Source: an optimization exercise on an open RTL-to-GDS flow (aim: small area, a short achievable clock period and few clock cycles). Production flows keep margins and buffers that such runs may drop.
In this exercise RTL edits were held to simulation tests only and were not proved equivalent to the original.

### design.v
package key_exp_pkg;
    typedef struct packed {
        logic [7:0]  paddr;    
        logic        psel;
        logic        penable;
        logic        pwrite;
        logic [31:0] pwdata;
    } apb_req_t;
    typedef struct packed {
        logic [31:0] prdata;
        logic        pready;    
        logic        pslverr;
    } apb_rsp_t;
    typedef enum logic [2:0] {
        IDLE,
        LOAD,    
        ONE,     
        TWO,     
        THREE,   
        NORM,    
        SHIFT    
    } kx_state_e;
    typedef struct packed {
        logic       select_input;      
        logic       select_sbox;       
        logic       select_last_out;   
        logic       select_bit_out;    
        logic [7:0] rcon_en;           
    } kx_sel_t;
    localparam int NUM_BYTES  = 16;   
    localparam int NUM_ROUNDS = 10;   
    localparam logic [7:0] REG_CTRL   = 8'h00;
    localparam logic [7:0] REG_STATUS = 8'h04;
    localparam logic [7:0] REG_KEY    = 8'h10;   
    localparam logic [7:0] REG_RKEY   = 8'h40;   
    function automatic logic [7:0] xtime(input logic [7:0] a);
        xtime = {a[6:0], 1'b0} ^ (a[7] ? 8'h1b : 8'h00);
    endfunction
endpackage
module aes_sbox (
    input  logic [7:0] in_byte,
    output logic [7:0] out_byte
);
    logic [7:0] x2;     
    logic [7:0] x3;
    logic [7:0] x6;
    logic [7:0] x12;
    logic [7:0] x15;
    logic [7:0] x30;
    logic [7:0] x60;
    logic [7:0] x120;
    logic [7:0] x240;
    logic [7:0] x252;
    logic [7:0] inv;    
    function automatic logic [7:0] gf_mul(input logic [7:0] a, input logic [7:0] b);
        logic [7:0] acc;
        logic [7:0] sh;
        acc = 8'h00;
        sh  = a;
        for (int i = 0; i < 8; i++)
        begin
            if (b[i])
                acc = acc ^ sh;   
            sh = key_exp_pkg::xtime(sh);
        end
        gf_mul = acc;
    endfunction
    always_comb
    begin
        x2   = gf_mul(in_byte, in_byte);
        x3   = gf_mul(x2, in_byte);
        x6   = gf_mul(x3, x3);
        x12  = gf_mul(x6, x6);
        x15  = gf_mul(x12, x3);
        x30  = gf_mul(x15, x15);
        x60  = gf_mul(x30, x30);
        x120 = gf_mul(x60, x60);
        x240 = gf_mul(x120, x120);
        x252 = gf_mul(x240, x12);
        inv  = gf_mul(x252, x2);   
    end
    always_comb
    begin
        for (int i = 0; i < 8; i++)
        begin
            out_byte[i] = inv[i] ^ inv[(i + 4) % 8] ^ inv[(i + 5) % 8]
                        ^ inv[(i + 6) % 8] ^ inv[(i + 7) % 8];
        end
        out_byte = out_byte ^ 8'h63;
    end
endmodule
module key_exp_datapath (
    input  logic                 clk,
    input  logic [127:0]         key,             
    input  logic [3:0]           load_byte_idx,
    input  key_exp_pkg::kx_sel_t sel,
    output logic [127:0]         key_state        
);
    logic [7:0] r [key_exp_pkg::NUM_BYTES];
    logic [7:0] hold_byte;    
    logic [7:0] rcon;         
    logic [7:0] key_byte;     
    logic [7:0] sbox_in;
    logic [7:0] sbox_out;
    logic [7:0] sub_byte;     
    logic [7:0] feedback;
    logic [7:0] round_byte;   
    logic [7:0] new_byte;     
    assign key_byte = key[8 * (4'd15 - load_byte_idx) +: 8];
    assign sbox_in = sel.select_sbox ? r[13] : hold_byte;
    aes_sbox aes_sbox_i (
        .in_byte  (sbox_in),
        .out_byte (sbox_out)
    );
    assign sub_byte   = sbox_out ^ (rcon & sel.rcon_en);      
    assign feedback   = sel.select_last_out ? r[12] : sub_byte;  
    assign round_byte = r[0] ^ feedback;                       
    assign new_byte   = sel.select_input ? round_byte : key_byte;
    always_ff @(posedge clk)
    begin
        for (int i = 0; i < key_exp_pkg::NUM_BYTES - 1; i++)
        begin
            r[i] <= r[i + 1];   
        end
        r[key_exp_pkg::NUM_BYTES - 1] <= new_byte;
        if (!sel.select_bit_out)
            hold_byte <= r[13];
        if (!sel.select_input)
            rcon <= 8'h01;                        
        else if (|sel.rcon_en)
            rcon <= key_exp_pkg::xtime(rcon);     
    end
    always_comb
    begin
        for (int i = 0; i < key_exp_pkg::NUM_BYTES; i++)
        begin
            key_state[127 - 8 * i -: 8] = r[i];
        end
    end
endmodule
module key_exp_control (
    input  logic                 clk,
    input  logic                 rst,
    input  logic                 start,
    output key_exp_pkg::kx_sel_t sel,
    output logic [3:0]           load_byte_idx,
    output logic                 round_wr,        
    output logic [3:0]           wr_round,
    output logic                 busy,
    output logic                 done_pulse       
);
    key_exp_pkg::kx_state_e state;
    logic [3:0] cnt;     
    logic [3:0] round;   
    always_ff @(posedge clk)
    begin
        if (rst)
        begin
            state    <= key_exp_pkg::IDLE;
            cnt      <= 4'd0;
            round    <= 4'd0;
            round_wr <= 1'b0;
            wr_round <= 4'd0;
        end
        else
        begin
            round_wr <= 1'b0;
            case (state)
                key_exp_pkg::IDLE:
                begin
                    cnt <= 4'd0;
                    if (start)
                        state <= key_exp_pkg::LOAD;
                end
                key_exp_pkg::LOAD:   
                begin
                    cnt <= cnt + 4'd1;
                    if (cnt == 4'(key_exp_pkg::NUM_BYTES - 1))
                    begin
                        state    <= key_exp_pkg::ONE;
                        cnt      <= 4'd0;
                        round    <= 4'd1;
                        round_wr <= 1'b1;   
                        wr_round <= 4'd0;
                    end
                end
                key_exp_pkg::ONE:
                begin
                    state <= key_exp_pkg::TWO;
                    cnt   <= 4'd0;
                end
                key_exp_pkg::TWO:    
                begin
                    cnt <= cnt + 4'd1;
                    if (cnt == 4'd1)
                    begin
                        state <= key_exp_pkg::THREE;
                        cnt   <= 4'd0;
                    end
                end
                key_exp_pkg::THREE:
                begin
                    state <= key_exp_pkg::NORM;
                    cnt   <= 4'd0;
                end
                key_exp_pkg::NORM:   
                begin
                    cnt <= cnt + 4'd1;
                    if (cnt == 4'd7)
                    begin
                        state <= key_exp_pkg::SHIFT;
                        cnt   <= 4'd0;
                    end
                end
                key_exp_pkg::SHIFT:  
                begin
                    cnt <= cnt + 4'd1;
                    if (cnt == 4'd3)
                    begin
                        cnt      <= 4'd0;
                        round_wr <= 1'b1;
                        wr_round <= round;
                        round    <= round + 4'd1;
                        if (round == 4'(key_exp_pkg::NUM_ROUNDS))
                            state <= key_exp_pkg::IDLE;
                        else
                            state <= key_exp_pkg::ONE;
                    end
                end
                default:
                    state <= key_exp_pkg::IDLE;
            endcase
        end
    end
    assign busy          = (state != key_exp_pkg::IDLE) || round_wr;
    assign load_byte_idx = (state == key_exp_pkg::LOAD) ? cnt : 4'd0;
    assign done_pulse    = round_wr && (wr_round == 4'(key_exp_pkg::NUM_ROUNDS));
    always_comb
    begin
        sel = '0;   
        case (state)
            key_exp_pkg::LOAD:
            begin
                sel.select_sbox = 1'b1;      
            end
            key_exp_pkg::ONE:
            begin
                sel.select_input   = 1'b1;
                sel.select_sbox    = 1'b1;
                sel.select_bit_out = 1'b1;
                sel.rcon_en        = 8'hff;  
            end
            key_exp_pkg::TWO:
            begin
                sel.select_input   = 1'b1;
                sel.select_sbox    = 1'b1;
                sel.select_bit_out = 1'b1;
            end
            key_exp_pkg::THREE:
            begin
                sel.select_input   = 1'b1;   
                sel.select_bit_out = 1'b1;
            end
            key_exp_pkg::NORM:
            begin
                sel.select_input    = 1'b1;
                sel.select_last_out = 1'b1;
                sel.select_bit_out  = 1'b1;
            end
            key_exp_pkg::SHIFT:
            begin
                sel.select_input    = 1'b1;
                sel.select_last_out = 1'b1;  
            end
            default:
            begin
                sel = '0;
            end
        endcase
    end
endmodule
module round_key_store (
    input  logic         clk,
    input  logic         rst,
    input  logic         round_wr,
    input  logic [3:0]   wr_round,
    input  logic [127:0] key_state,
    input  logic [5:0]   rkey_idx,    
    output logic [31:0]  rkey_word
);
    logic [127:0] keys [key_exp_pkg::NUM_ROUNDS + 1];   
    logic [3:0]   rd_round;
    logic [1:0]   rd_word;
    always_ff @(posedge clk)
    begin
        if (rst)
        begin
            for (int i = 0; i <= key_exp_pkg::NUM_ROUNDS; i++)
            begin
                keys[i] <= '0;
            end
        end
        else if (round_wr && (wr_round <= 4'(key_exp_pkg::NUM_ROUNDS)))
        begin
            keys[wr_round] <= key_state;   
        end
    end
    assign rd_round = rkey_idx[5:2];
    assign rd_word  = rkey_idx[1:0];
    always_comb
    begin
        rkey_word = 32'h0;   
        for (int i = 0; i <= key_exp_pkg::NUM_ROUNDS; i++)
        begin
            if (rd_round == 4'(i))
                rkey_word = keys[i][32 * (2'd3 - rd_word) +: 32];
        end
    end
endmodule
module key_exp_apb (
    input  logic                  clk,
    input  logic                  rst,
    input  key_exp_pkg::apb_req_t apb_req,
    output key_exp_pkg::apb_rsp_t apb_rsp,
    input  logic                  busy,
    input  logic                  done_pulse,
    input  logic [31:0]           rkey_word,
    output logic [127:0]          key,
    output logic                  start,
    output logic [5:0]            rkey_idx,
    output logic                  irq
);
    logic [31:0] key_word [4];   
    logic        done;
    logic        access;         
    logic        is_ctrl;
    logic        is_status;
    logic        is_key;
    logic        is_rkey;
    logic [7:0]  rkey_off;       
    assign access    = apb_req.psel && apb_req.penable;
    assign is_ctrl   = (apb_req.paddr == key_exp_pkg::REG_CTRL);
    assign is_status = (apb_req.paddr == key_exp_pkg::REG_STATUS);
    assign is_key    = ((apb_req.paddr & 8'hf0) == key_exp_pkg::REG_KEY)
                    && (apb_req.paddr[1:0] == 2'b00);
    assign rkey_off  = apb_req.paddr - key_exp_pkg::REG_RKEY;
    assign is_rkey   = (apb_req.paddr >= key_exp_pkg::REG_RKEY)
                    && (rkey_off[7:4] <= 4'(key_exp_pkg::NUM_ROUNDS))
                    && (apb_req.paddr[1:0] == 2'b00);
    assign rkey_idx  = rkey_off[7:2];   
    assign start = access && apb_req.pwrite && is_ctrl && apb_req.pwdata[0] && !busy;
    assign key   = {key_word[0], key_word[1], key_word[2], key_word[3]};
    assign irq   = done;
    always_ff @(posedge clk)
    begin
        if (rst)
        begin
            for (int i = 0; i < 4; i++)
            begin
                key_word[i] <= 32'h0;
            end
            done <= 1'b0;
        end
        else
        begin
            if (access && apb_req.pwrite && is_key && !busy)
                key_word[apb_req.paddr[3:2]] <= apb_req.pwdata;
            if (done_pulse)
                done <= 1'b1;   
            else if (access && !apb_req.pwrite && is_status)
                done <= 1'b0;   
        end
    end
    always_comb
    begin
        apb_rsp.pready = 1'b1;   
        apb_rsp.prdata = 32'h0;
        if (is_status)
            apb_rsp.prdata = {30'h0, done, busy};
        else if (is_key)
            apb_rsp.prdata = key_word[apb_req.paddr[3:2]];
        else if (is_rkey)
            apb_rsp.prdata = rkey_word;   
        apb_rsp.pslverr = access
                       && (!(is_ctrl || is_status || is_key || is_rkey)
                       || (apb_req.pwrite && is_rkey)
                       || (apb_req.pwrite && is_key && busy));
    end
endmodule
module key_exp_top (
    input  logic                  clk,
    input  logic                  rst,
    input  key_exp_pkg::apb_req_t apb_req,
    output key_exp_pkg::apb_rsp_t apb_rsp,
    output logic                  irq
);
    key_exp_pkg::kx_sel_t sel;
    logic                 start;
    logic                 busy;
    logic                 done_pulse;
    logic                 round_wr;
    logic [3:0]           wr_round;
    logic [3:0]           load_byte_idx;
    logic [127:0]         key;
    logic [127:0]         key_state;
    logic [5:0]           rkey_idx;
    logic [31:0]          rkey_word;
    key_exp_apb key_exp_apb_i (
        .clk        (clk),
        .rst        (rst),
        .apb_req    (apb_req),
        .apb_rsp    (apb_rsp),
        .busy       (busy),
        .done_pulse (done_pulse),
        .rkey_word  (rkey_word),
        .key        (key),
        .start      (start),
        .rkey_idx   (rkey_idx),
        .irq        (irq)
    );
    key_exp_control key_exp_control_i (
        .clk           (clk),
        .rst           (rst),
        .start         (start),
        .sel           (sel),
        .load_byte_idx (load_byte_idx),
        .round_wr      (round_wr),
        .wr_round      (wr_round),
        .busy          (busy),
        .done_pulse    (done_pulse)
    );
    key_exp_datapath key_exp_datapath_i (
        .clk           (clk),
        .key           (key),
        .load_byte_idx (load_byte_idx),
        .sel           (sel),
        .key_state     (key_state)
    );
    round_key_store round_key_store_i (
        .clk       (clk),
        .rst       (rst),
        .round_wr  (round_wr),
        .wr_round  (wr_round),
        .key_state (key_state),
        .rkey_idx  (rkey_idx),
        .rkey_word (rkey_word)
    );
endmodule
module key_exp (
    input  logic        clk,
    input  logic        rst,
    input  logic [7:0]  paddr,
    input  logic        psel,
    input  logic        penable,
    input  logic        pwrite,
    input  logic [31:0] pwdata,
    output logic [31:0] prdata,
    output logic        pready,
    output logic        pslverr,
    output logic        irq
);
    key_exp_pkg::apb_req_t apb_req;
    key_exp_pkg::apb_rsp_t apb_rsp;
    assign apb_req.paddr   = paddr;
    assign apb_req.psel    = psel;
    assign apb_req.penable = penable;
    assign apb_req.pwrite  = pwrite;
    assign apb_req.pwdata  = pwdata;
    assign prdata  = apb_rsp.prdata;
    assign pready  = apb_rsp.pready;
    assign pslverr = apb_rsp.pslverr;
    key_exp_top key_exp_top_i (
        .clk     (clk),
        .rst     (rst),
        .apb_req (apb_req),
        .apb_rsp (apb_rsp),
        .irq     (irq)
    );
endmodule
### run.sh
#!/bin/bash
# synth_recipe.tcl (not shown) runs the flow's synth.tcl, then flattens the netlist and writes it again
# the make line also repeats each setting of config.mk as NAME=value (left out here)
make -C /OpenROAD-flow-scripts/flow DESIGN_CONFIG=/design/flow/config.mk WORK_HOME=/design/flow/orfs CLKGATE_MAP_FILE= SYNTH_SCRIPT=/design/flow/synth_recipe.tcl finish
### constraint.sdc
create_clock -name core_clock -period 20.0 [get_ports {clk}]
set_input_delay 4.0000 -clock core_clock [delete_from_list [all_inputs] [get_ports {clk}]]
set_output_delay 4.0000 -clock core_clock [all_outputs]
set_load 0.01 [all_outputs]
### config.mk
export PLATFORM = sky130hd
export DESIGN_NAME = key_exp
export DESIGN_NICKNAME = key_exp
export VERILOG_FILES = /design/flow/design.v
export SDC_FILE = /design/flow/constraint.sdc
export NUM_CORES = 4
export LEC_CHECK = 0
export CAP_MARGIN = 20
export CORE_MARGIN = 2
export CORE_UTILIZATION = 40
export SLEW_MARGIN = 20
==> results by group <==
Status
  • Status: no timing/DRC/antenna violations

Drt
  • Avg WL per Cell: 25.51 um
  • DRC: 0
  • Via count: ~56000
  • Iteration-0 DRC Markers: roughly 6000
  • WL final: roughly 250 mm
  • Via/cell ratio: roughly 5.7
  • DR pass1 iterations: 6
  • Antenna viol nets, final: 0

Place
  • Post-DP HPWL: roughly 150 mm
  • Setup slack at placement: -0.2659 ns
  • Post-Place Cells: around 9400
  • IO buf count: 78
  • Gpl congestion: around 0.89

Clock tree
  • Clock transition at path regs: 0.06 ns
  • CTS root buf: clkbuf_16
  • CTS tree: built
  • CTS Buf Count: about 170
  • # clock sinks: ~1700
  • H-Tree Depth: 4
  • Hold-fix buffers at CTS: 0
  • Clock latency on the worst-skew pair: 0.81 ns
  • Clock Tree Buf Depth: 3

Floorplan
  • Core box area: between 200000 and 250000 um2
  • Starting Density: 0.4013
  • Die area: about 220000 um2
  • Die Height: 464.8 um
  • Die Span X: between 400 and 500 um
  • # rows: roughly 170
  • Boundary Pins: 80

Setup path
  • CP endpoint kind: flip-flop
  • Worst-path maximum fanout: 22
  • Buf/Inv on CP: 5
  • CP max-delay cell: dfxtp_1
  • CP most frequent cell: xnor2_1
  • Critical Path RT: 20.65 ns
  • CP Launch Type: flip-flop
  • Setup Crit Path Kind: reg2reg
  • Arr. time, crit path: just under 20 ns
  • Max incr delay on CP: 0.75 ns
  • CP top delay family: XOR/XNOR gates

Flow run
  • # Max-Cap Violations: 0

GRT
  • Grt met2 use: 0.3804
  • Vias in the first global route: about 56000
  • Gr usage total: 0.2271
  • Antenna violations before repair: 5
  • Global-route wire length before repair: around 370 mm
  • Most Crowded Layer GR: met2
  • Largest net degree at the start of global routing: around 120
  • Gr ovfl total: 0
  • M3 GR Usage: 0.03253
  • Met1 GRT Util: 0.3005

Hold path
  • Worst hold path class: reg2reg

STA
  • Max Slew Vio Count: 0
  • Tcrit/Tclk final: 0.9588
  • Slew @ Worst Pin: between 1 and 1.5 ns
  • Final hold slack: 0.4020 ns
  • Fmax: about 52 MHz
  • Final min period: ~19 ns
  • Setup Skew: around 0.032 ns
  • Final setup margin: ~0.82 ns
  • Slew HR: 0.1709
  • Sum Neg Setup Slack: 0 ns
  • Final Hold Vio Count: 0
  • Endpoints failing setup: 0

Synthesis
  • Number of synthesized register bits: 1697
  • FFs w/ async S/R, synth: 0
  • Count of cell types in the netlist: between 100 and 150
  • Net Count, Synth: roughly 6900
  • Largest area contributor in the netlist: edfxtp_1
  • Top cell type's share of synthesized area: 0.5006
  • Gate Count Post-Synth: between 6000 and 7000
  • Mapped cell area: ~85000 um2
  • Syn. warnings: 6
  • Post-synth EDFFs: 1416
  • Register area share after synthesis: 0.5669
  • Top post-synthesis cells by area: edfxtp_1, mux4_2, dfxtp_1
  • Main synth FF type: edfxtp_1
  • Synth Area per Inst: between 10 and 15 um2

Layout
  • P&R area growth vs syn: 11.89%
  • Share of cells above drive strength 1: 0.1568
  • Non-Filler Instances: 9745
  • NumNets Final: about 6800
==> path summary, 6_finish.rpt <==
| check | end | startpoint | depth (start not counted) | slack (ns) |
|---|---|---|---|---|
| worst max-delay path | key_exp_top_i.key_exp_datapath_i.r[15][5] | key_exp_top_i.key_exp_datapath_i.r[13][3] | 63 | 0.82 |
| worst min-delay path | key_exp_top_i.key_exp_datapath_i.r[0][2] | key_exp_top_i.key_exp_datapath_i.r[1][2] | 0 | 0.40 |
| worst max register to register | key_exp_top_i.key_exp_datapath_i.r[15][5] | key_exp_top_i.key_exp_datapath_i.r[13][3] | 63 | 0.82 |
| worst min register to register | key_exp_top_i.key_exp_datapath_i.r[0][2] | key_exp_top_i.key_exp_datapath_i.r[1][2] | 0 | 0.40 |
==> per-stage QoR <==
step	utilization	cell area (um2)
2_1_floorplan	-	84970
3_3_place_gp	0.4211	89120
3_5_place_dp	0.4211	89130
4_1_cts	0.4472	94660
5_1_grt	0.4489	95020
6_report	0.4490	95030
==> cells in the final DEF (no fill, tap or decap), types with 99 or more instances in the layout <==
cell,count
a21oi_1,119
and2_1,267
buf_4,196
clkbuf_16,177
dfxtp_1,280
edfxtp_1,1416
inv_1,179
mux4_2,395
nand2_1,560
nand2b_1,150
nor2_1,1249
nor3_1,99
o21ai_0,229
xnor2_1,247
xnor3_1,99
==> worst reg2reg max path: cells and delay by family (launching register included) <==
family	cells	cell delay, ns
XOR/XNOR	30	9.36
multiplexers	2	0.57
AO/OA/AOI/OAI	9	2.61
buffers and inverters	5	1.33
flip-flops	1	0.75
AND/OR/NAND/NOR	14	3.25
adder cells (fa/ha/maj)	3	1.17
==> cell usage after synthesis, types with 72 or more instances <==
| master | count |
|---|---|
| a21oi_1 | 119 |
| a22oi_1 | 87 |
| and2_1 | 267 |
| clkbuf_1 | 361 |
| dfxtp_1 | 281 |
| edfxtp_1 | 1416 |
| inv_1 | 179 |
| mux4_2 | 395 |
| nand2_1 | 560 |
| nand2b_1 | 155 |
| nand3_1 | 72 |
| nor2_1 | 1263 |
| nor3_1 | 104 |
| o21ai_0 | 233 |
| xnor2_1 | 257 |
| xnor3_1 | 102 |
| xor2_1 | 81 |
==> repair_timing <==
action / CTS / global route
gates cloned: 0 / 0
pin swaps: 0 / 8
endpoints found under the setup margin: 8 / 8
buffers inserted: 0 / 14
resized for setup: 3 / 33
==> registers in the layout, summed over array words and instances, names as in the netlist <==
name / count
key_exp_top_i.key_exp_control_i.cnt: 4
key_exp_top_i.key_exp_control_i.round: 4
key_exp_top_i.key_exp_apb_i.key_word: 128
key_exp_top_i.key_exp_datapath_i.r: 128
key_exp_top_i.key_exp_datapath_i.rcon: 8
key_exp_top_i.key_exp_control_i.state: 3
key_exp_top_i.key_exp_control_i.round_wr: 1
key_exp_top_i.key_exp_apb_i.done: 1
key_exp_top_i.key_exp_datapath_i.hold_byte: 8
key_exp_top_i.key_exp_control_i.wr_round: 4
key_exp_top_i.round_key_store_i.keys: 1408
==> logic make-up after synthesis <==
| logic type | synth area share |
|---|---|
| xor+xnor | 0.08166 |
| other cells | 0.00004415 |
| fa+ha+maj | 0.001974 |
| buf+inv | 0.03094 |
| simple gates | 0.1344 |
| mux | 0.1181 |
| compound gates | 0.06597 |
| flops | 0.5669 |
==> cell type report <==
| type | instances | area (um2) |
|---|---|---|
| sequential | 1697 | 48150 |
| clock buffer | 239 | 4822 |
| inverter | 189 | 709.4 |
| timing repair buffer | 281 | 2396 |
| clock inverter | 79 | 693.2 |
| tap | 2821 | 3530 |
| fill | 18950 | 116600 |
| multi-input combinational | 4433 | 34720 |
| antenna | 6 | 15.01 |
==> layer usage <==
metal | share of wire | vias to the layer above | routed length, um
met5 | 0 | - | 0
li1 | - | 24570 | -
met1 | 0.40 | 28580 | 100100
met3 | 0.073 | 379 | 18200
met4 | 0.038 | 0 | 9327
met2 | 0.49 | 2197 | 120900
Testbench counts, summed over its fixed seeds: cycles 26,688.

==> what the ideal ports hide <==
In the flow no input, the clock included, has a driving cell. The finished layout below was timed again as built, in two steps. Step 1 sets driving cells, clkbuf_16 on the clock port and buf_2 on the other inputs (assumed; they add their load-dependent delay and slew). Step 2 times the ports against the registers' clock, not the clock port: input delays grow and output delays shrink by t, the midpoint of the rising clock arrivals with the driver on. a / b / c = no drivers / after step 1 / after step 2; a / b = the first two.
t (ns): 0.886
setup WS [ns]: 0.823 / 0.823 / 0.823
worst hold slack (ns): 0.402 / 0.402 / 0.402
After both steps this run still meets setup and hold. For this run, drivers alone change the setup slack by 0.000 ns; drivers and shift together by 0.000 ns.
